From an optimization exercise on the open Yosys and OpenROAD flow, aimed at small area, a short achievable clock period and few clock cycles per item; shortcuts taken in it are not production practice. The RTL was checked by simulation tests, not by an equivalence proof against the original design. Power and IR drop assume default switching activity.

==> flow/design.v, too long to show whole: its modules and the start of the top module <==
// module mac_csa: 1784 lines
// module mac_ci: 72 lines
module mac_ci (
    input  logic        clk,
    input  logic        reset,
    input  logic        clk_en,
    input  logic        start,
    input  logic [2:0]  n,
    input  logic [31:0] dataa,
    input  logic [31:0] datab,
    output logic [31:0] result,
    output logic        done
);
  // ...
==> flow/run.sh <==
#!/bin/bash
# synth_recipe.tcl (not shown) runs the flow's synth.tcl, then flattens the netlist and writes it again
# the make line also repeats each setting of config.mk as NAME=value (left out here)
make -C /OpenROAD-flow-scripts/flow DESIGN_CONFIG=/design/flow/config.mk WORK_HOME=/design/flow/orfs CLKGATE_MAP_FILE= SYNTH_SCRIPT=/design/flow/synth_recipe.tcl finish
==> flow/config.mk <==
export PLATFORM = sky130hd
export DESIGN_NAME = mac_ci
export DESIGN_NICKNAME = mac_ci
export VERILOG_FILES = /design/flow/design.v
export SDC_FILE = /design/flow/constraint.sdc
export NUM_CORES = 4
export LEC_CHECK = 0
export CAP_MARGIN = 20
export CORE_MARGIN = 2
export CORE_UTILIZATION = 40
export SLEW_MARGIN = 20
==> flow/constraint.sdc <==
create_clock -name core_clock -period 10.0 [get_ports {clk}]
set_input_delay 2.0000 -clock core_clock [delete_from_list [all_inputs] [get_ports {clk}]]
set_output_delay 2.0000 -clock core_clock [all_outputs]
set_load 0.01 [all_outputs]
==> run_results.csv, run 1 <==
group,metric,value,unit
timing,tns,0,ns
clocking,numCtsBuffers,17,
timing,finClkSkew,0.0122,ns
setup_path,r2r-end,"acc_q[56]$_SDFFE_PP0P_",
run_status,status,"finished clean",
global_routing,grtUsageTotal,31.2,%
drt,wl_met1,72800,um
timing,hold_ws,0.451,ns
setup_path,cp_num_cells,16,
final_layout,final_common_cell,"nand2_1",
drt,remaining_drc_errors,0,
synthesis,syn_nets,6538,
power,p_total,10.7,mW
setup_path,crit_fanout,44,
synthesis,synthTopCellsByArea,"fa_1 23%, dfxtp_1 9.3%, a21oi_1 7.3%, nand2_1 7.2%, inv_1 5.5%",
final_layout,clk_share,1.38,%
global_routing,grt_max_degree,109,
timing,final_hold_viol_count,0,
floorplanning,initial_core_util,40.4,%
clocking,ctsHtreeMaxLevel,4,
synthesis,synthAdderAreaFrac,31.2,%
power,combPwrFrac,80.9,%
synthesis,synth_compound_area_share,29.8,%
setup_path,cp-end-kind,"primary output",
synthesis,yosys.area.top_type,"fa_1",
Testbench counts, summed over its fixed seeds: cycles 9,658, ops 4,829.
==> run 2, diff against run 1 <==
--- a/flow/config.mk
+++ b/flow/config.mk
@@ -5,6 +5,7 @@
 export SDC_FILE = /design/flow/constraint.sdc
 export NUM_CORES = 4
 export LEC_CHECK = 0
+export ABC_AREA = 1
 export CAP_MARGIN = 20
 export CORE_MARGIN = 2
 export CORE_UTILIZATION = 40
==> run 2 against run 1 <==
Still clean on timing, DRC and antenna; non-clock buffer count decreased by 12; cell count fell by 24%; sequential cell count unchanged; global-route usage increased by 0.70 points; synthesized area is 21% lower; clock skew up 0.0032 ns; sequential power rose by 4%; die area decreased by 21%; largest cell class unchanged.
==> run_results.csv, run 2 <==
group,metric,value,unit
drt,remaining_drc_errors,0,
final_layout,nNetsFinal,4771,
place,place_inst,5148,
floorplanning,dieArea,0.0851,mm^2
synthesis,netlist.area_leader.share,29.4,%
clocking,cts_num_sinks,198,
final_layout,reg_top3,"acc_q x64, c_q x64, s_q x64",
timing,worst_pin_slew,1.15,ns
setup_path,start_kind,"input port",
floorplanning,die_width,292,um
synthesis,synth.most_common_cell,"inv_1",
power,clock_power_share,6.2,%
worst_hold_path,whs_path_depth,1,
setup_path,rrSetupSlack,6.14,ns
global_routing,antenna_found_initial,3,
global_routing,grt_pass1_wl,201000,um
global_routing,grtUsageTotal,32.0,%
drt,first_pass_iters,6,
timing,period_share,73.1,%
final_layout,final_common_cell,"inv_1",
power,power.internal,5.32,mW
power,netSwitchingFraction,56.5,%
synthesis,syn_avg_cell_area,7.93,um^2
global_routing,grt_max_degree,67,
synthesis,synthTopCellsByArea,"fa_1 29%, xor2_1 14%, dfxtp_1 12%, o22ai_1 9.4%, inv_1 9.2%",
clocking,cts_setup_buffers,0,
timing,final_max_slew_viol_count,0,
floorplanning,die_y,292,um
synthesis,yosysUniqueCellTypes,44,
power,combPwrFrac,82.5,%
floorplanning,ios,104,
synthesis,ys_async_sr_fraction,0,%
power,seqPwrFrac,11.3,%
power,p_leak,17.1,nW
clocking,insertion_delay,0.51,ns
place,dp_slack,2.24,ns
timing,finClkSkew,0.0154,ns
synthesis,synth_ff_type,"dfxtp_1",
place,routabilityCongestion,1.03,
floorplanning,coreArea,0.0820,mm^2
setup_path,arrival,7.71,ns
drt,routed_via_density,5.78,
power,p_sw,6.91,mW
clocking,holdBufCountCts,0,
timing,hold_ws,0.417,ns
timing,fmax,137,MHz
floorplanning,row_count,105,
final_layout,area_growth,7.73,%
global_routing,grt_pass1_vias,30005,
clocking,cts_tree,"done",
synthesis,yosys.area.top_type,"fa_1",
timing,final_hold_viol_count,0,
clocking,ctsHtreeMaxLevel,4,
timing,setup_violations,0,
drt,wl,136000,um
setup_path,r2r-end,"c_q[40]$_DFF_P_",
clocking,clockRootBuffer,"clkbuf_16",
synthesis,syn_area,0.0331,mm^2
worst_hold_path,hp-start,"acc_q[63]$_SDFFE_PP0P_",
power,powerDensity,343,mW/mm^2
final_layout,multi_input_area,0.0249,mm^2
worst_hold_path,min_path_type,"reg -> reg",
timing,rsz0062_at_grt,"no",
synthesis,netlist_instances,4178,
timing,relSlewSlack,23.1,%
final_layout,final_cells,5179,
setup_path,worstPathRequired,10.39,ns
final_layout,fill_cells,8274,
power,irDropWorstVdd,0.000175,V
final_layout,final_cell_mix,"796 x inv_1, 547 x xor2_1, 495 x o22ai_1",
timing,setup_ws,2.69,ns
timing,finalCriticalPeriod,7.31,ns
final_layout,n_antenna_cell,0,
clocking,cts_resized,0,
clocking,cts.clk_slew.worst_paths,0.08,ns
flow_run,cap_violations,0,
global_routing,overflow,0,
setup_path,r2r-start,"acc_q[38]$_SDFFE_PP0P_",
drt,vias,29953,
setup_path,crit_fanout,31,
synthesis,syn_nets,4852,
setup_path,reg2regPathDepth,8,
drt,ant_nets,0,
place,port_buffers,103,
synthesis,yosysWarnings,1,
synthesis,ys_seq_elements,198,
drt,first_iter_violations,3609,
floorplanning,initial_core_util,40.4,%
setup_path,timing_worst_setup_path_type,"in -> reg",
clocking,numCtsBuffers,17,
worst_hold_path,holdPathEnd,"c_q[63]$_DFF_P_",
synthesis,synthTopCellsByCount,"808 x inv_1, 547 x xor2_1, 495 x o22ai_1",
setup_path,cp-end-kind,"flip-flop",
synthesis,synth_edf_count,3,
drt,avgRoutedWirePerCell,26.3,um
final_layout,drive_gt1_share,6.38,%
final_layout,seqCellArea,0.00400,mm^2
timing,tns,0,ns
synthesis,yosysSeqAreaShare,12.1,%
clocking,cts.path.max_buffers,2,
place,dpl.hpwl,101000,um
run_status,status,"finished clean",
[run 2: kinds of logic after synthesis]
kind of cell	Yosys count	share of synthesized area, %
DFF	198	12.1
AOI/OAI and AO/OA	767	14.3
xor gates and xnor gates	551	14.6
adders and majority gates	603	33.8
and+or+nand+nor	926	12.2
buffers and inverters	1133	13.1
[run 2: through the flow]
step	area, um^2	total power, mW	util [%]
2_1_floorplan	33100	7.89	-
3_3_place_gp	35100	11.0	42.8
3_5_place_dp	35100	11.2	42.8
4_1_cts	35700	12.0	43.5
5_1_grt	35700	13.6	43.5
6_report	35700	12.2	43.5
[run 2: critical path, cell delays in order]
cell	delay (ns)
clkdlybuf4s50_1	0.87
inv_2	0.87
nand2_1	0.15
o21ai_2	0.08
buf_4	0.41
o22ai_1	0.14
xor2_1	0.21
fa_1	0.52
fa_1	0.55
inv_1	0.05
fa_1	0.46
fa_1	0.39
inv_1	0.08
fa_1	0.40
inv_1	0.08
fa_1	0.41
[run 2: cell type report]
cell class,instances,area share (%)
multi-input combinational,2847,69.7
sequential,198,11.2
clock inverter,12,0.435
tap,1070,3.75
timing repair buffer,197,4.83
inverter,836,8.80
clock buffer,19,1.30
[run 2: power groups by stage]
stage	registers, mW	logic (mW)	clock network, mW
2_1_floorplan	1.33	6.56	0
3_3_place_gp	1.40	9.63	0
3_5_place_dp	1.40	9.82	0
4_1_cts	1.38	9.84	0.775
5_1_grt	1.40	11.4	0.800
6_report	1.38	10.1	0.764
[run 2: worst max-delay path by stage]
stage,from,endpoint,slack [ns],cells past startpoint
floorplan,datab[11],c_q[34]$_DFF_P_,3.73,16
global placement,datab[7],c_q[34]$_DFF_P_,2.32,16
detailed placement,datab[7],c_q[34]$_DFF_P_,2.24,16
CTS,datab[7],c_q[34]$_DFF_P_,2.80,16
global route,datab[7],c_q[34]$_DFF_P_,2.46,16
finish,datab[7],c_q[34]$_DFF_P_,2.69,16
[run 2: metal layers]
metal  global-route usage (%)  wire length [um]  part of all wire (%)  vias to the layer above
met3                     9.54             17600                    13                      336
met4                     14.1              6780                   5.0                        4
met5                        0                30                 0.022                        -
met2                     47.1             57200                    42                     1986
met1                     43.2             54300                    40                    14640
li1                         -                 -                     -                    12987
==> run 3, diff against run 2 <==
--- a/flow/config.mk
+++ b/flow/config.mk
@@ -9,4 +9,5 @@
 export CAP_MARGIN = 20
 export CORE_MARGIN = 2
 export CORE_UTILIZATION = 40
+export SETUP_SLACK_MARGIN = 3
 export SLEW_MARGIN = 20
==> run 3 against run 2 <==
Still clean on timing, DRC and antenna; first-iteration DRC count is 1.5% lower; hold slack gained 0.0030 ns; setup slack gained 0.38 ns; combinational power about the same; cell count unchanged; core utilization rose by 0.061 points; largest cell class unchanged.
==> run_results.csv, run 3 <==
group,metric,value,unit
run_status,status,"finished clean",
synthesis,netlist.area_leader.share,29.4,%
setup_path,cp-end-kind,"flip-flop",
synthesis,netlist_instances,4178,
global_routing,grt_max_degree,67,
clocking,cts_tree,"done",
floorplanning,dieArea,0.0851,mm^2
global_routing,grt_pass1_wl,201000,um
timing,setup_violations,0,
timing,final_hold_viol_count,0,
global_routing,grtUsageTotal,32.0,%
floorplanning,ios,104,
final_layout,fill_cells,8283,
worst_hold_path,min_path_type,"reg -> reg",
drt,routed_via_density,5.78,
global_routing,antenna_found_initial,3,
synthesis,synthTopCellsByCount,"808 x inv_1, 547 x xor2_1, 495 x o22ai_1",
clocking,clockRootBuffer,"clkbuf_16",
timing,relSlewSlack,22.4,%
drt,first_iter_violations,3554,
clocking,cts_setup_buffers,0,
setup_path,timing_worst_setup_path_type,"in -> reg",
power,netSwitchingFraction,56.5,%
floorplanning,die_y,292,um
drt,remaining_drc_errors,0,
timing,tns,0,ns
setup_path,worstPathRequired,10.39,ns
worst_hold_path,whs_path_depth,1,
floorplanning,initial_core_util,40.4,%
clocking,numCtsBuffers,17,
final_layout,final_common_cell,"inv_1",
timing,period_share,69.4,%
place,routabilityCongestion,1.03,
setup_path,r2r-end,"c_q[40]$_DFF_P_",
synthesis,syn_nets,4852,
synthesis,syn_area,0.0331,mm^2
power,clock_power_share,6.3,%
timing,fmax,144,MHz
final_layout,reg_top3,"acc_q x64, c_q x64, s_q x64",
drt,avgRoutedWirePerCell,26.3,um
place,dpl.hpwl,101000,um
final_layout,final_util,43.6,%
drt,wl,136000,um
clocking,cts.path.max_buffers,2,
floorplanning,coreArea,0.0820,mm^2
timing,worst_pin_slew,1.16,ns
setup_path,r2r-start,"acc_q[38]$_SDFFE_PP0P_",
setup_path,reg2regPathDepth,8,
power,p_leak,17.1,nW
timing,finClkSkew,0.0166,ns
power,powerDensity,343,mW/mm^2
drt,ant_nets,0,
place,dp_slack,2.24,ns
place,port_buffers,103,
drt,first_pass_iters,6,
worst_hold_path,holdPathEnd,"c_q[63]$_DFF_P_",
clocking,ctsHtreeMaxLevel,4,
flow_run,cap_violations,0,
setup_path,rrSetupSlack,6.13,ns
synthesis,ys_seq_elements,198,
synthesis,synth_ff_type,"dfxtp_1",
power,irDropWorstVdd,0.000175,V
global_routing,grt_pass1_vias,30005,
clocking,cts_num_sinks,198,
global_routing,overflow,0,
worst_hold_path,hp-start,"acc_q[63]$_SDFFE_PP0P_",
final_layout,final_cell_mix,"796 x inv_1, 547 x xor2_1, 495 x o22ai_1",
synthesis,yosysUniqueCellTypes,44,
synthesis,ys_async_sr_fraction,0,%
final_layout,drive_gt1_share,6.45,%
timing,setup_ws,3.06,ns
synthesis,synthTopCellsByArea,"fa_1 29%, xor2_1 14%, dfxtp_1 12%, o22ai_1 9.4%, inv_1 9.2%",
setup_path,start_kind,"input port",
timing,final_max_slew_viol_count,0,
power,p_sw,6.92,mW
synthesis,synth.most_common_cell,"inv_1",
synthesis,yosys.area.top_type,"fa_1",
clocking,holdBufCountCts,0,
power,combPwrFrac,82.4,%
power,seqPwrFrac,11.3,%
clocking,cts.clk_slew.worst_paths,0.08,ns
synthesis,syn_avg_cell_area,7.93,um^2
floorplanning,die_width,292,um
timing,rsz0062_at_grt,"yes",
final_layout,area_growth,7.88,%
final_layout,nNetsFinal,4771,
clocking,insertion_delay,0.51,ns
synthesis,yosysWarnings,1,
power,power.internal,5.32,mW
synthesis,synth_edf_count,3,
drt,vias,29951,
setup_path,arrival,7.33,ns
setup_path,crit_fanout,32,
final_layout,n_antenna_cell,0,
synthesis,yosysSeqAreaShare,12.1,%
floorplanning,row_count,105,
timing,finalCriticalPeriod,6.94,ns
run 3: cell counts after synthesis:
Identical to the previous run, type by type.
run 3: critical path, stage by stage:
cell and delay [ns]:
clkdlybuf4s50_1 0.65, buf_4 0.49, nand2_1 0.18, nand2_1 0.11, buf_4 0.42, o22ai_1 0.15
xor2_1 0.21, fa_1 0.60, fa_1 0.60, inv_1 0.05, fa_1 0.46, fa_1 0.37
inv_1 0.08, fa_1 0.40, inv_1 0.08, fa_1 0.41
run 3: cell type report:
type	count	area [um^2]	share of cell area, %
well taps	1070	1340	3.75
clock buffers	19	464	1.30
clock inverters	12	155	0.434
flip-flops and latches	198	4000	11.2
inverters	836	3150	8.82
repair buffers	197	1730	4.84
multi-input cells	2847	24900	69.7
run 3: worst max-delay path by stage:
| stage | start | endpoint | slack [ns] | cells after the start |
|---|---|---|---|---|
| final | datab[3] | c_q[35]$_DFF_P_ | 3.06 | 16 |
| after global routing | datab[3] | c_q[35]$_DFF_P_ | 2.96 | 16 |
| after CTS | datab[3] | c_q[30]$_DFF_P_ | 3.00 | 16 |
| after detailed placement | datab[7] | c_q[34]$_DFF_P_ | 2.24 | 16 |
| after global placement | datab[7] | c_q[34]$_DFF_P_ | 2.32 | 16 |
| after floorplan | datab[11] | c_q[34]$_DFF_P_ | 3.73 | 16 |
run 3: layer usage:
layer | share of wire (%) | GRT usage, % | vias to the layer above
li1 | - | - | 13002
met1 | 40 | 43.2 | 14642
met2 | 42 | 47.1 | 1965
met3 | 13 | 9.54 | 338
met4 | 5.1 | 14.1 | 4
met5 | 0.022 | 0 | -
run 3: power groups by stage:
| stage | registers, mW | clock network, mW | logic [mW] |
|---|---|---|---|
| after floorplan | 1.33 | 0 | 6.56 |
| after global placement | 1.40 | 0 | 9.63 |
| after detailed placement | 1.40 | 0 | 9.82 |
| after CTS | 1.38 | 0.775 | 9.84 |
| after global routing | 1.40 | 0.800 | 11.4 |
| final | 1.38 | 0.768 | 10.1 |
run 3: stage by stage:
step                area (um^2)  std cells  power, mW  hold WS [ns]
detailed placement        35100       5148       11.2         0.405
floorplan                 33100       4178       7.89         0.363
global route              35700       5179       13.6         0.425
CTS                       35700       5179       12.0         0.424
global placement          35100       5148       11.0         0.408
finish                    35700       5179       12.2         0.420
run 3: cell families (layout without fill, tap and decap cells):
family	count (synthesis)	count (layout)	synth area share, %
buffers and inverters	1133	1064	13.1
xor gates and xnor gates	551	551	14.6
AOI/OAI and AO/OA	767	767	14.3
adders and majority gates	603	603	33.8
and+or+nand+nor	926	926	12.2
DFF	198	198	12.1
run 3: timing repair:
item / in CTS / in global routing
setup endpoints to repair: 16 / 31
resized for setup: 2 / 19
gates cloned: 0 / 0
endpoints found under the hold margin: 0 / 0
==> run 4, diff against run 3 <==
--- a/flow/config.mk
+++ b/flow/config.mk
@@ -9,5 +9,5 @@
 export CAP_MARGIN = 20
 export CORE_MARGIN = 2
 export CORE_UTILIZATION = 40
-export SETUP_SLACK_MARGIN = 3
+export SETUP_SLACK_MARGIN = 4
 export SLEW_MARGIN = 20
==> run 4 against run 3 <==
Still clean; synthesized cell count unchanged; routed wire length up 5.1%; sequential share of layout area down 0.69 points; core utilization up 2.9 points; hold slack better by 0.0042 ns; sequential cell count unchanged; first-iteration DRC count up 12%; combinational power about the same; fmax up 15%; global-route usage up 0.73 points; largest cell class unchanged.
==> run_results.csv, run 4 <==
group,metric,value,unit
timing,setup_ws,3.99,ns
setup_path,r2r-start,"acc_q[34]$_SDFFE_PP0P_",
floorplanning,ios,104,
timing,finClkSkew,0.0240,ns
power,seqPwrFrac,11.4,%
setup_path,worstSetupStartpoint,"datab[1]",
global_routing,use_met1,42.2,%
synthesis,syn_avg_cell_area,7.93,um^2
place,port_buffers,103,
clocking,clockRootBuffer,"clkbuf_16",
floorplanning,coreArea,0.0820,mm^2
synthesis,ys_seq_elements,198,
synthesis,synth_ff_type,"dfxtp_1",
synthesis,synth_compound_area_share,14.3,%
power,combPwrFrac,82.6,%
final_layout,area_growth,15.0,%
synthesis,synthTopCellsByCount,"808 x inv_1, 547 x xor2_1, 495 x o22ai_1",
setup_path,timing_worst_setup_path_type,"in -> reg",
setup_path,crit_path_end,"c_q[28]$_DFF_P_",
synthesis,synthAdderAreaFrac,33.8,%
place,dp_slack,2.39,ns
floorplanning,initial_core_util,40.4,%
timing,tns,0,ns
floorplanning,row_count,105,
power,power.internal,5.40,mW
final_layout,final_common_cell,"inv_1",
global_routing,grt_pass1_wl,205000,um
timing,period_share,60.1,%
final_layout,final_cell_mix,"780 x inv_1, 545 x xor2_1, 487 x o22ai_1",
synthesis,synth_edf_count,3,
synthesis,synth_xor_xnor_area_share,14.6,%
drt,first_iter_violations,3964,
final_layout,drive_gt1_share,11.2,%
synthesis,yosysUniqueCellTypes,44,
worst_hold_path,min_path_type,"reg -> reg",
synthesis,synthSimpleGateAreaFrac,12.2,%
setup_path,reg2regPathDepth,10,
power,clock_power_share,6.0,%
clocking,cts.path.max_buffers,2,
synthesis,netlist_instances,4178,
drt,ant_nets,0,
flow_run,cap_violations,0,
synthesis,synthMuxAreaShare,0,%
power,irDropWorstVdd,0.000203,V
global_routing,grtUsageTotal,32.7,%
timing,relSlewSlack,32.3,%
setup_path,cp-end-kind,"flip-flop",
clocking,cts.clk_slew.worst_paths,0.09,ns
synthesis,yosysWarnings,1,
power,p_leak,18.3,nW
setup_path,cp_common_cell,"fa_1",
global_routing,antenna_found_initial,2,
final_layout,nNetsFinal,4892,
setup_path,crit_fanout,16,
clocking,numCtsBuffers,17,
setup_path,cp_slowest_cell,"fa_1",
timing,final_max_slew_viol_count,0,
floorplanning,dieArea,0.0851,mm^2
drt,vias,30999,
place,place_inst,5148,
power,p_sw,6.93,mW
drt,routed_via_density,5.85,
synthesis,synth.most_common_cell,"inv_1",
timing,finalCriticalPeriod,6.01,ns
synthesis,ys_async_sr_fraction,0,%
timing,setup_violations,0,
synthesis,syn_area,0.0331,mm^2
setup_path,rrSetupSlack,6.24,ns
floorplanning,die_width,292,um
power,powerDensity,324,mW/mm^2
setup_path,r2r-end,"c_q[35]$_DFF_P_",
place,dpl.hpwl,99400,um
synthesis,synth_top_family_by_area,"adder cells",
global_routing,top_usage_layer,"met2",
global_routing,overflow,0,
floorplanning,die_y,292,um
final_layout,final_util,46.5,%
clocking,cts_num_sinks,198,
setup_path,worstPathRequired,10.40,ns
timing,fmax,166,MHz
clocking,ctsHtreeMaxLevel,4,
timing,rsz0062_at_grt,"no",
drt,first_pass_iters,7,
final_layout,seqCellArea,0.00400,mm^2
setup_path,max_stage_delay,0.56,ns
synthesis,synthTopCellsByArea,"fa_1 29%, xor2_1 14%, dfxtp_1 12%, o22ai_1 9.4%, inv_1 9.2%",
synthesis,yosys.area.top_type,"fa_1",
global_routing,grt_pass1_vias,30894,
global_routing,grt_max_degree,64,
setup_path,cp_cell_sequence,"buf_6 > buf_12 > nor2_1 > o21ai_4 > buf_4 > o22ai_1 > xor2_1 > fa_1 > inv_1 > fa_1 > fa_1 > fa_1 > inv_1 > fa_1 > inv_1 > fa_1",
drt,wl,143000,um
setup_path,start_kind,"input port",
timing,worst_pin_slew,1.01,ns
place,routabilityCongestion,0.987,
synthesis,yosysSeqAreaShare,12.1,%
clocking,cts_tree,"done",
global_routing,grtUsageMet2,48.0,%
power,netSwitchingFraction,56.2,%
drt,avgRoutedWirePerCell,27.0,um
drt,remaining_drc_errors,0,
synthesis,syn_nets,4852,
clocking,insertion_delay,0.52,ns
run_status,status,"finished clean",
global_routing,use_met3,11.2,%
setup_path,arrival,6.42,ns
final_layout,multi_input_area,0.0256,mm^2
final_layout,reg_top3,"acc_q x64, c_q x64, s_q x64",
synthesis,netlist.area_leader.share,29.4,%
final_layout,fill_cells,8084,
final_layout,final_cells,5302,
timing,final_hold_viol_count,0,
[run 4: repair_timing]
item,CTS,global route
buffers inserted,53,39
hold buffers,0,0
resized for setup,208,115
cloned,16,13
endpoints found under the setup margin,116,71
pin swaps,30,32
[run 4: final cells by class]
class	count	area share [%]
multi-input cells	2861	67.1
flip-flops and latches	198	10.5
repair buffers	304	8.92
inverters	836	8.46
well taps	1070	3.51
clock buffers	20	1.15
clock inverters	12	0.378
diodes	1	0.00657
[run 4: metal layers]
metal	vias up	wire length [um]
li1	13266	-
met1	14950	54500
met2	2294	59700
met3	485	19300
met4	4	9530
met5	-	53
[run 4: power by group through the flow]
| stage | registers [mW] | clock network (mW) | logic [mW] |
|---|---|---|---|
| after detailed placement | 1.41 | 0 | 9.67 |
| final | 1.40 | 0.738 | 10.2 |
| after global routing | 1.42 | 0.773 | 11.4 |
| after floorplan | 1.33 | 0 | 6.57 |
| after global placement | 1.41 | 0 | 9.48 |
| after CTS | 1.39 | 0.749 | 9.80 |
[run 4: how the worst min path moves through the flow]
stage | from | end | slack (ns) | cells past startpoint
after detailed placement | acc_q[63]$_SDFFE_PP0P_ | c_q[63]$_DFF_P_ | 0.41 | 1
after global placement | acc_q[63]$_SDFFE_PP0P_ | c_q[63]$_DFF_P_ | 0.41 | 1
final | acc_q[63]$_SDFFE_PP0P_ | c_q[63]$_DFF_P_ | 0.42 | 1
after global routing | acc_q[63]$_SDFFE_PP0P_ | c_q[63]$_DFF_P_ | 0.45 | 1
after floorplan | acc_q[63]$_SDFFE_PP0P_ | c_q[63]$_DFF_P_ | 0.36 | 1
after CTS | acc_q[63]$_SDFFE_PP0P_ | c_q[63]$_DFF_P_ | 0.44 | 1
[run 4: cells by family after synthesis]
| kind of cell | Yosys count |
|---|---|
| AOI/OAI and AO/OA | 767 |
| buffers and inverters | 1133 |
| adders and majority gates | 603 |
| and+or+nand+nor | 926 |
| xor gates and xnor gates | 551 |
| DFF | 198 |
[run 4: worst max-delay path: cells and delay by family]
| family | cells | cell delay [ns] |
|---|---|---|
| simple gates | 1 | 0.12 |
| buf+inv | 6 | 0.95 |
| fa+ha+maj | 6 | 2.77 |
| xor+xnor | 1 | 0.20 |
| compound gates | 2 | 0.35 |
[run 4: per-stage QoR]
step           hold slack [ns]  power [mW]  area [um^2]
6_report                 0.424        12.3        38100
5_1_grt                  0.452        13.6        38100
4_1_cts                  0.437        11.9        37200
3_5_place_dp             0.411        11.1        35100
3_3_place_gp             0.413        10.9        35100
2_1_floorplan            0.363        7.90        33200
==> run 5, diff against run 4 <==
==> flow/flow/run.sh (new file) <==
#!/bin/bash
# Standard synthesis, then an inverter clean-up around the full-adder cells (fixinv.py),
# then the standard layout from the cleaned netlist.
set -euo pipefail
R=orfs/results/sky130hd/mac_ci/base
bash standard.sh synth > synth_std.log 2>&1
cp $R/1_2_yosys.v $R/1_2_yosys_std.v
python3 flow/fixinv.py $R/1_2_yosys_std.v $R/1_2_yosys.v > fixinv.log 2>&1
rm -f $R/1_synth.odb $R/1_synth.sdc
bash standard.sh finish > finish.log 2>&1
==> flow/flow/fixinv.py (new file) <==
#!/usr/bin/env python3
"""Polarity clean-up of a mapped sky130 netlist (written by yosys write_verilog -noattr).

A full adder is self-dual: fa(~a, ~b, ~c) = (~cout, ~sum). Yosys's extract_fa often picks
the inverted form of an adder and leaves inverters between adder cells. This script
chooses, for each fa cell, whether to use it in inverted form so that as few signals as
possible need an inverted copy, then removes every inverter and inserts one inverter per
signal that some sink needs inverted. The logic function of every output and register
input is unchanged; registers are untouched.

usage: fixinv.py IN.v OUT.v
"""
import re, sys, collections

src = open(sys.argv[1]).read()
lines = src.split('\n')

INV = re.compile(r'sky130_fd_sc_hd__(inv|clkinv)_\d+$')
FA = re.compile(r'sky130_fd_sc_hd__fa_\d+$')
OUTPINS = {'X', 'Y', 'Q', 'Q_N', 'SUM', 'COUT', 'HI', 'LO'}

# ---- parse module body into cells
head_re = re.compile(r'^\s*(sky130_fd_sc_hd__\w+)\s+(\\\S+|\S+)\s*\($')
pin_re = re.compile(r'^\s*\.(\w+)\((.*)\),?$')
cells = []          # [type, name, [(pin, net)], first_line, last_line]
i = 0
while i < len(lines):
    m = head_re.match(lines[i])
    if m:
        typ, name = m.group(1), m.group(2)
        pins = []
        j = i + 1
        while not lines[j].strip().startswith(');'):
            pm = pin_re.match(lines[j])
            assert pm, lines[j]
            nm = pm.group(2).strip()
            pins.append((pm.group(1), nm + ' ' if nm.startswith('\\') else nm))
            j += 1
        cells.append([typ, name, pins, i, j])
        i = j + 1
    else:
        i += 1

def is_out(typ, pin):
    return pin in OUTPINS

driver = {}                      # net -> (cell index, pin)
sinks = collections.defaultdict(list)   # net -> [(cell index, pin)]
for ci, (typ, name, pins, a, b) in enumerate(cells):
    for p, n in pins:
        if is_out(typ, p):
            driver[n] = (ci, p)
        else:
            sinks[n].append((ci, p))

inv_cells = {ci for ci, c in enumerate(cells) if INV.match(c[0])}
fa_cells = [ci for ci, c in enumerate(cells) if FA.match(c[0])]
XOR = re.compile(r'sky130_fd_sc_hd__x(n?)or2_(\d+)$')
xor_cells = [ci for ci, c in enumerate(cells) if XOR.match(c[0])]

def pin_net(ci, pin):
    for p, n in cells[ci][2]:
        if p == pin:
            return n
    raise KeyError

# root of a net through inverter chains: (root net, parity)
def root(n):
    par = 0
    while n in driver and driver[n][0] in inv_cells:
        n = pin_net(driver[n][0], 'A')
        par ^= 1
    return n, par

# every non-inverter sink pin: (cell, pin) -> (root, parity)
need = {}                        # (ci, pin) -> (root, parity)
for ci, c in enumerate(cells):
    if ci in inv_cells:
        continue
    for p, n in c[2]:
        if not is_out(c[0], p):
            need[(ci, p)] = root(n)
# module outputs driven through inverters: handled by keeping sinks list of port nets
port_out = set()
for l in lines:
    m = re.match(r'^\s*output\s+(\[[^\]]*\]\s*)?(\S+);', l)
    if m:
        port_out.add(m.group(2))
# nets that are ports (names); an inverter driving a port net must be kept as a sink
def base(n):
    return n.split('[')[0].lstrip('\\').strip()
port_sinks = []                  # (net driven by inverter that is an output port bit)
for ci in inv_cells:
    y = pin_net(ci, 'Y')
    if base(y) in port_out:
        port_sinks.append((y, root(y)))
assert not port_sinks, "inverter drives an output port; not handled"

fa_set = set(fa_cells) | set(xor_cells)
flip = {ci: 0 for ci in fa_set}
root_sinks = collections.defaultdict(list)   # root -> [(ci, pin, parity)]
for (ci, p), (r, par) in need.items():
    root_sinks[r].append((ci, p, par))

fa_in_set = set(fa_cells)
def drv_flip(r):
    d = driver.get(r)
    if d and d[0] in fa_set:
        return flip[d[0]]
    return 0

def root_cost(r):
    fd = drv_flip(r)
    for ci, p, par in root_sinks[r]:
        x = flip[ci] if ci in fa_in_set else 0
        if par ^ x ^ fd:
            return 1
    return 0

def fa_roots(ci):
    rs = set()
    for p, n in cells[ci][2]:
        if is_out(cells[ci][0], p):
            rs.add(n)
        elif ci in fa_in_set:
            rs.add(need[(ci, p)][0])
    return rs

before = sum(root_cost(r) for r in root_sinks)
improved = True
passes = 0
import random, math
rnd = random.Random(1)
nodes = sorted(fa_set)
roots_of = {ci: list(fa_roots(ci)) for ci in nodes}
cur = before
best = cur; best_flip = dict(flip)
T = 2.0
steps = 400000
for s in range(steps):
    T = 2.0 * (1 - s / steps) + 0.01
    ci = nodes[rnd.randrange(len(nodes))]
    rs = roots_of[ci]
    c0 = sum(root_cost(r) for r in rs)
    flip[ci] ^= 1
    c1 = sum(root_cost(r) for r in rs)
    d = c1 - c0
    if d <= 0 or rnd.random() < math.exp(-d / T):
        cur += d
        if cur < best:
            best = cur; best_flip = dict(flip)
    else:
        flip[ci] ^= 1
flip = best_flip
passes = steps
after = sum(root_cost(r) for r in root_sinks)

# ---- rewrite
inv_of = {}
new_cells = []
k = 0
def inv_net(r):
    global k
    if r not in inv_of:
        k += 1
        nn = f"_pfx{k}_"
        inv_of[r] = nn
        new_cells.append(f"  sky130_fd_sc_hd__inv_1 _pfxinv{k}_ (\n    .A({r}),\n    .Y({nn})\n  );")
    return inv_of[r]

newpin = {}
for (ci, p), (r, par) in need.items():
    x = flip[ci] if ci in fa_in_set else 0
    if par ^ x ^ drv_flip(r):
        newpin[(ci, p)] = inv_net(r)
    else:
        newpin[(ci, p)] = r

out = list(lines)
for ci in xor_cells:
    if flip[ci]:
        typ = cells[ci][0]
        m = XOR.match(typ)
        nt = f"sky130_fd_sc_hd__x{'' if m.group(1) else 'n'}or2_{m.group(2)}"
        a = cells[ci][3]
        out[a] = out[a].replace(typ, nt, 1)
        for li in range(a + 1, cells[ci][4]):
            pm = pin_re.match(lines[li])
            if pm.group(1) in ('X', 'Y'):
                comma = ',' if lines[li].rstrip().endswith(',') else ''
                nm = pm.group(2).strip()
                nm = nm + ' ' if nm.startswith('\\') else nm
                out[li] = f"    .{'Y' if m.group(1) == '' else 'X'}({nm}){comma}"

drop = set()
for ci in inv_cells:
    for l in range(cells[ci][3], cells[ci][4] + 1):
        drop.add(l)
for ci, (typ, name, pins, a, b) in enumerate(cells):
    if ci in inv_cells:
        continue
    for li in range(a + 1, b):
        pm = pin_re.match(lines[li])
        p = pm.group(1)
        if (ci, p) in newpin:
            comma = ',' if lines[li].rstrip().endswith(',') else ''
            out[li] = f"    .{p}({newpin[(ci, p)]}){comma}"
# declare new wires and add cells before endmodule
res = []
for li, l in enumerate(out):
    if li in drop:
        continue
    if l.strip() == 'endmodule':
        res.extend(new_cells)
    res.append(l)
# wire declarations right after the module header's port list (first 'wire' line)
for idx, l in enumerate(res):
    if re.match(r'^\s*wire\s', l):
        res[idx:idx] = [f"  wire _pfx{j}_;" for j in range(1, k + 1)]
        break
open(sys.argv[2], 'w').write('\n'.join(res))
print(f"fixinv: {len(inv_cells)} inverters before, {k} after "
      f"(root cost {before} -> {after}, {sum(flip.values())} of {len(fa_cells)} adders flipped, {passes} passes)")

if len(sys.argv) > 3:
    st = collections.Counter()
    for r, nn in inv_of.items():
        d = driver.get(r)
        dt = cells[d[0]][0].replace('sky130_fd_sc_hd__', '') + '.' + d[1] if d else 'port'
        sk = set()
        for ci, p, par in root_sinks[r]:
            x = flip[ci] if ci in fa_in_set else 0
            if par ^ x ^ drv_flip(r):
                sk.add(cells[ci][0].replace('sky130_fd_sc_hd__', ''))
        st[(dt, tuple(sorted(sk)))] += 1
    for kk, v in st.most_common(30):
        print(v, kk)
==> flow/standard.sh (new file) <==
#!/bin/bash
# synth_recipe.tcl (not shown) runs the flow's synth.tcl, then flattens the netlist and writes it again
# the make line also repeats each setting of config.mk as NAME=value (left out here)
make -C /OpenROAD-flow-scripts/flow DESIGN_CONFIG=/design/flow/config.mk WORK_HOME=/design/flow/orfs CLKGATE_MAP_FILE= SYNTH_SCRIPT=/design/flow/synth_recipe.tcl "${@:-finish}"
removed: flow/run.sh
==> run 5 against run 4 <==
Still clean on timing, DRC and antenna; die area is 5.8% lower; synthesized area is 5.8% lower; cell count is 11% lower; clock skew is 0.0038 ns lower; synthesized cell count is 12% lower; fmax is 1.3% higher; via count is 8.1% lower; setup slack better by 0.074 ns; combinational power hardly changed; global-route usage is 0.76 points lower; sequential cell count stayed put.
==> run_results.csv, run 5 <==
group,metric,value,unit
run_status,status,"finished clean",
final_layout,final_cell_mix,"478 x o22ai_1, 465 x fa_1, 459 x nand2_1",
place,dpl.hpwl,94300,um
timing,final_hold_viol_count,0,
floorplanning,row_count,102,
setup_path,cp-end-kind,"flip-flop",
power,combPwrFrac,82.4,%
setup_path,arrival,6.30,ns
power,netSwitchingFraction,53.6,%
setup_path,worstPathRequired,10.36,ns
flow_run,cap_violations,0,
floorplanning,initial_core_util,40.3,%
setup_path,cp_num_cells,14,
final_layout,nNetsFinal,4363,
clocking,ctsHtreeMaxLevel,4,
clocking,numCtsBuffers,17,
floorplanning,dieArea,0.0802,mm^2
place,dpl_cell_area,0.0331,mm^2
setup_path,crit_path_end,"c_q[39]$_DFF_P_",
final_layout,fill_cells,7474,
power,powerDensity,336,mW/mm^2
setup_path,cp_slowest_cell,"fa_1",
setup_path,crit_fanout,21,
setup_path,cp_cell_sequence,"clkdlybuf4s18_2 > inv_1 > buf_12 > nand2_1 > o21ai_2 > buf_8 > buf_4 > o22ai_1 > xor2_1 > fa_1 > fa_1 > fa_1 > fa_1 > fa_1",
clocking,cts.path.max_buffers,2,
floorplanning,die_y,283,um
setup_path,rrSetupSlack,6.26,ns
timing,relSlewSlack,26.4,%
final_layout,seqCellArea,0.00400,mm^2
setup_path,r2r-end,"c_q[39]$_DFF_P_",
drt,wl,132000,um
power,power.internal,5.64,mW
timing,finalCriticalPeriod,5.94,ns
timing,period_share,59.4,%
global_routing,antenna_found_initial,3,
final_layout,final_area,0.0361,mm^2
worst_hold_path,min_path_type,"reg -> reg",
setup_path,timing_worst_setup_path_type,"in -> reg",
floorplanning,ios,104,
clocking,cts.clk_slew.worst_paths,0.09,ns
drt,avgRoutedWirePerCell,27.7,um
synthesis,syn_nets,4337,
timing,final_max_slew_viol_count,0,
clocking,cts_num_sinks,198,
timing,tns,0,ns
global_routing,grt_pass1_vias,28370,
final_layout,drive_gt1_share,12.4,%
synthesis,yosysWarnings,1,
setup_path,r2r-start,"acc_q[38]$_SDFFE_PP0P_",
timing,fmax,168,MHz
timing,worst_pin_slew,1.10,ns
power,p_leak,15.3,nW
drt,routed_via_density,6.01,
global_routing,grt_max_degree,68,
final_layout,area_growth,15.9,%
drt,first_iter_violations,3720,
setup_path,start_kind,"input port",
setup_path,max_stage_delay,0.61,ns
drt,first_pass_iters,9,
timing,setup_violations,0,
power,p_total,12.2,mW
power,clock_power_share,6.1,%
global_routing,overflow,0,
synthesis,syn_area,0.0312,mm^2
final_layout,multi_input_area,0.0256,mm^2
drt,remaining_drc_errors,0,
timing,finClkSkew,0.0202,ns
global_routing,grt_pass1_wl,190000,um
clocking,cts_tree,"done",
setup_path,path_buf_inv,5,
clocking,clockRootBuffer,"clkbuf_16",
place,routabilityCongestion,0.992,
setup_path,worstSetupStartpoint,"datab[23]",
clocking,holdBufCountCts,0,
timing,rsz0062_at_grt,"yes",
drt,ant_nets,0,
setup_path,cp_common_cell,"fa_1",
place,port_buffers,103,
setup_path,reg2regPathDepth,6,
final_layout,final_cells,4743,
place,place_inst,4610,
power,irDropWorstVdd,0.000254,V
setup_path,crit_family,"adder cells",
final_layout,final_util,46.7,%
synthesis,netlist_instances,3663,
drt,vias,28494,
synthesis,syn_avg_cell_area,8.51,um^2
power,p_sw,6.52,mW
clocking,insertion_delay,0.49,ns
final_layout,final_common_cell,"o22ai_1",
power,seqPwrFrac,11.5,%
floorplanning,die_width,283,um
floorplanning,coreArea,0.0773,mm^2
final_layout,reg_top3,"acc_q x64, c_q x64, s_q x64",
global_routing,grtUsageTotal,31.9,%
[run 5: cell count changes in the layout (fill, tap and decap cells not counted), sizes merged, moves of 2 or more]
| cell | change |
|---|---|
| inv | -515 |
| clkinvlp | +2 |
| nand2 | -4 |
| xnor2 | +243 |
| buf | -12 |
| clkinv | +3 |
| clkdlybuf4s18 | +2 |
| o21ai | -4 |
| nand3 | +2 |
| clkbuf | -11 |
| dlymetal6s2s | +4 |
| bufbuf | +5 |
| xor2 | -243 |
[run 5: metrics by stage]
stage,worst slack [ns],hold slack (ns)
6_report,4.06,0.432
5_1_grt,3.97,0.454
4_1_cts,3.96,0.438
3_5_place_dp,2.64,0.416
3_3_place_gp,2.62,0.420
2_1_floorplan,3.97,0.363
[run 5: final cells by class]
| cell class | count | area share (%) |
|---|---|---|
| Antenna cell | 1 | 0.00692 |
| Clock buffer | 17 | 1.18 |
| Clock inverter | 15 | 0.575 |
| Inverter | 321 | 3.46 |
| Multi-Input combinational cell | 2855 | 70.8 |
| Sequential cell | 198 | 11.1 |
| Tap cell | 1040 | 3.60 |
| Timing Repair Buffer | 295 | 9.33 |
| Timing Repair inverter | 1 | 0.0208 |
[run 5: power by group through the flow]
stage          Clock, mW  Sequential (mW)  Combinational [mW]
3_5_place_dp           0             1.40                9.46
2_1_floorplan          0             1.33                6.35
5_1_grt            0.788             1.41                11.1
4_1_cts            0.757             1.39                9.65
3_3_place_gp           0             1.40                9.31
6_report           0.747             1.39                10.0
[run 5: worst min path at each step]
stage                                      start         endpoint  slack, ns  cells past startpoint
after floorplan           acc_q[63]$_SDFFE_PP0P_  c_q[63]$_DFF_P_       0.36                      1
after global placement    acc_q[63]$_SDFFE_PP0P_  c_q[63]$_DFF_P_       0.42                      1
after detailed placement  acc_q[63]$_SDFFE_PP0P_  c_q[63]$_DFF_P_       0.42                      1
after CTS                 acc_q[63]$_SDFFE_PP0P_  c_q[63]$_DFF_P_       0.44                      1
after global routing      acc_q[63]$_SDFFE_PP0P_  c_q[63]$_DFF_P_       0.45                      1
final                     acc_q[63]$_SDFFE_PP0P_  c_q[63]$_DFF_P_       0.43                      1
[run 5: timing repair]
action / 4_1_cts / 5_1_grt
setup endpoints to repair: 114 / 78
pin swaps: 28 / 53
resized for setup: 179 / 142
cloned: 16 / 8
buffers inserted: 45 / 31
[run 5: metal layers]
| metal | part of all wire [%] | GRT usage, % |
|---|---|---|
| met5 | 0.0084 | 0 |
| met4 | 6.1 | 15.5 |
| met3 | 13 | 9.35 |
| met2 | 43 | 48.5 |
| met1 | 38 | 41.5 |

afterwards: timing with drivers on the ports:
The flow's constraints put no driver on any port. The routed layouts listed below were extracted and timed again, unchanged, in two steps. Step 1, drivers: a clkbuf_16 drives clk and a buf_2 each remaining input, both assumed. Step 2 moves the port delays by t, midway between the first and last clock arrival at a register: inputs arrive t later, outputs are due t later. That takes back most of the time a late clock gives input paths. Slacks: ideal / step 1 / step 2; pairs: ideal / step 1.
run	t (ns)	setup slack, ns	slew at the worst register clock pin (ns)	worst slew at a driven data input, ns	cell pins on the clock port's net
run 1	0.559	2.359 / 2.300 / 2.330	0.08 / 0.08	0.05	1
run 2	0.563	2.686 / 2.722 / 2.159	0.08 / 0.08	0.05	1
run 3	0.565	3.064 / 3.099 / 2.534	0.08 / 0.08	0.05	1
run 4	0.575	3.986 / 4.006 / 3.431	0.09 / 0.09	0.05	1
run 5	0.540	4.060 / 4.035 / 3.551	0.09 / 0.09	0.06	1
After both steps every run listed still meets setup and hold. For run 4, which loses most, drivers alone change the setup slack by +0.020 ns; drivers and shift together by -0.555 ns.
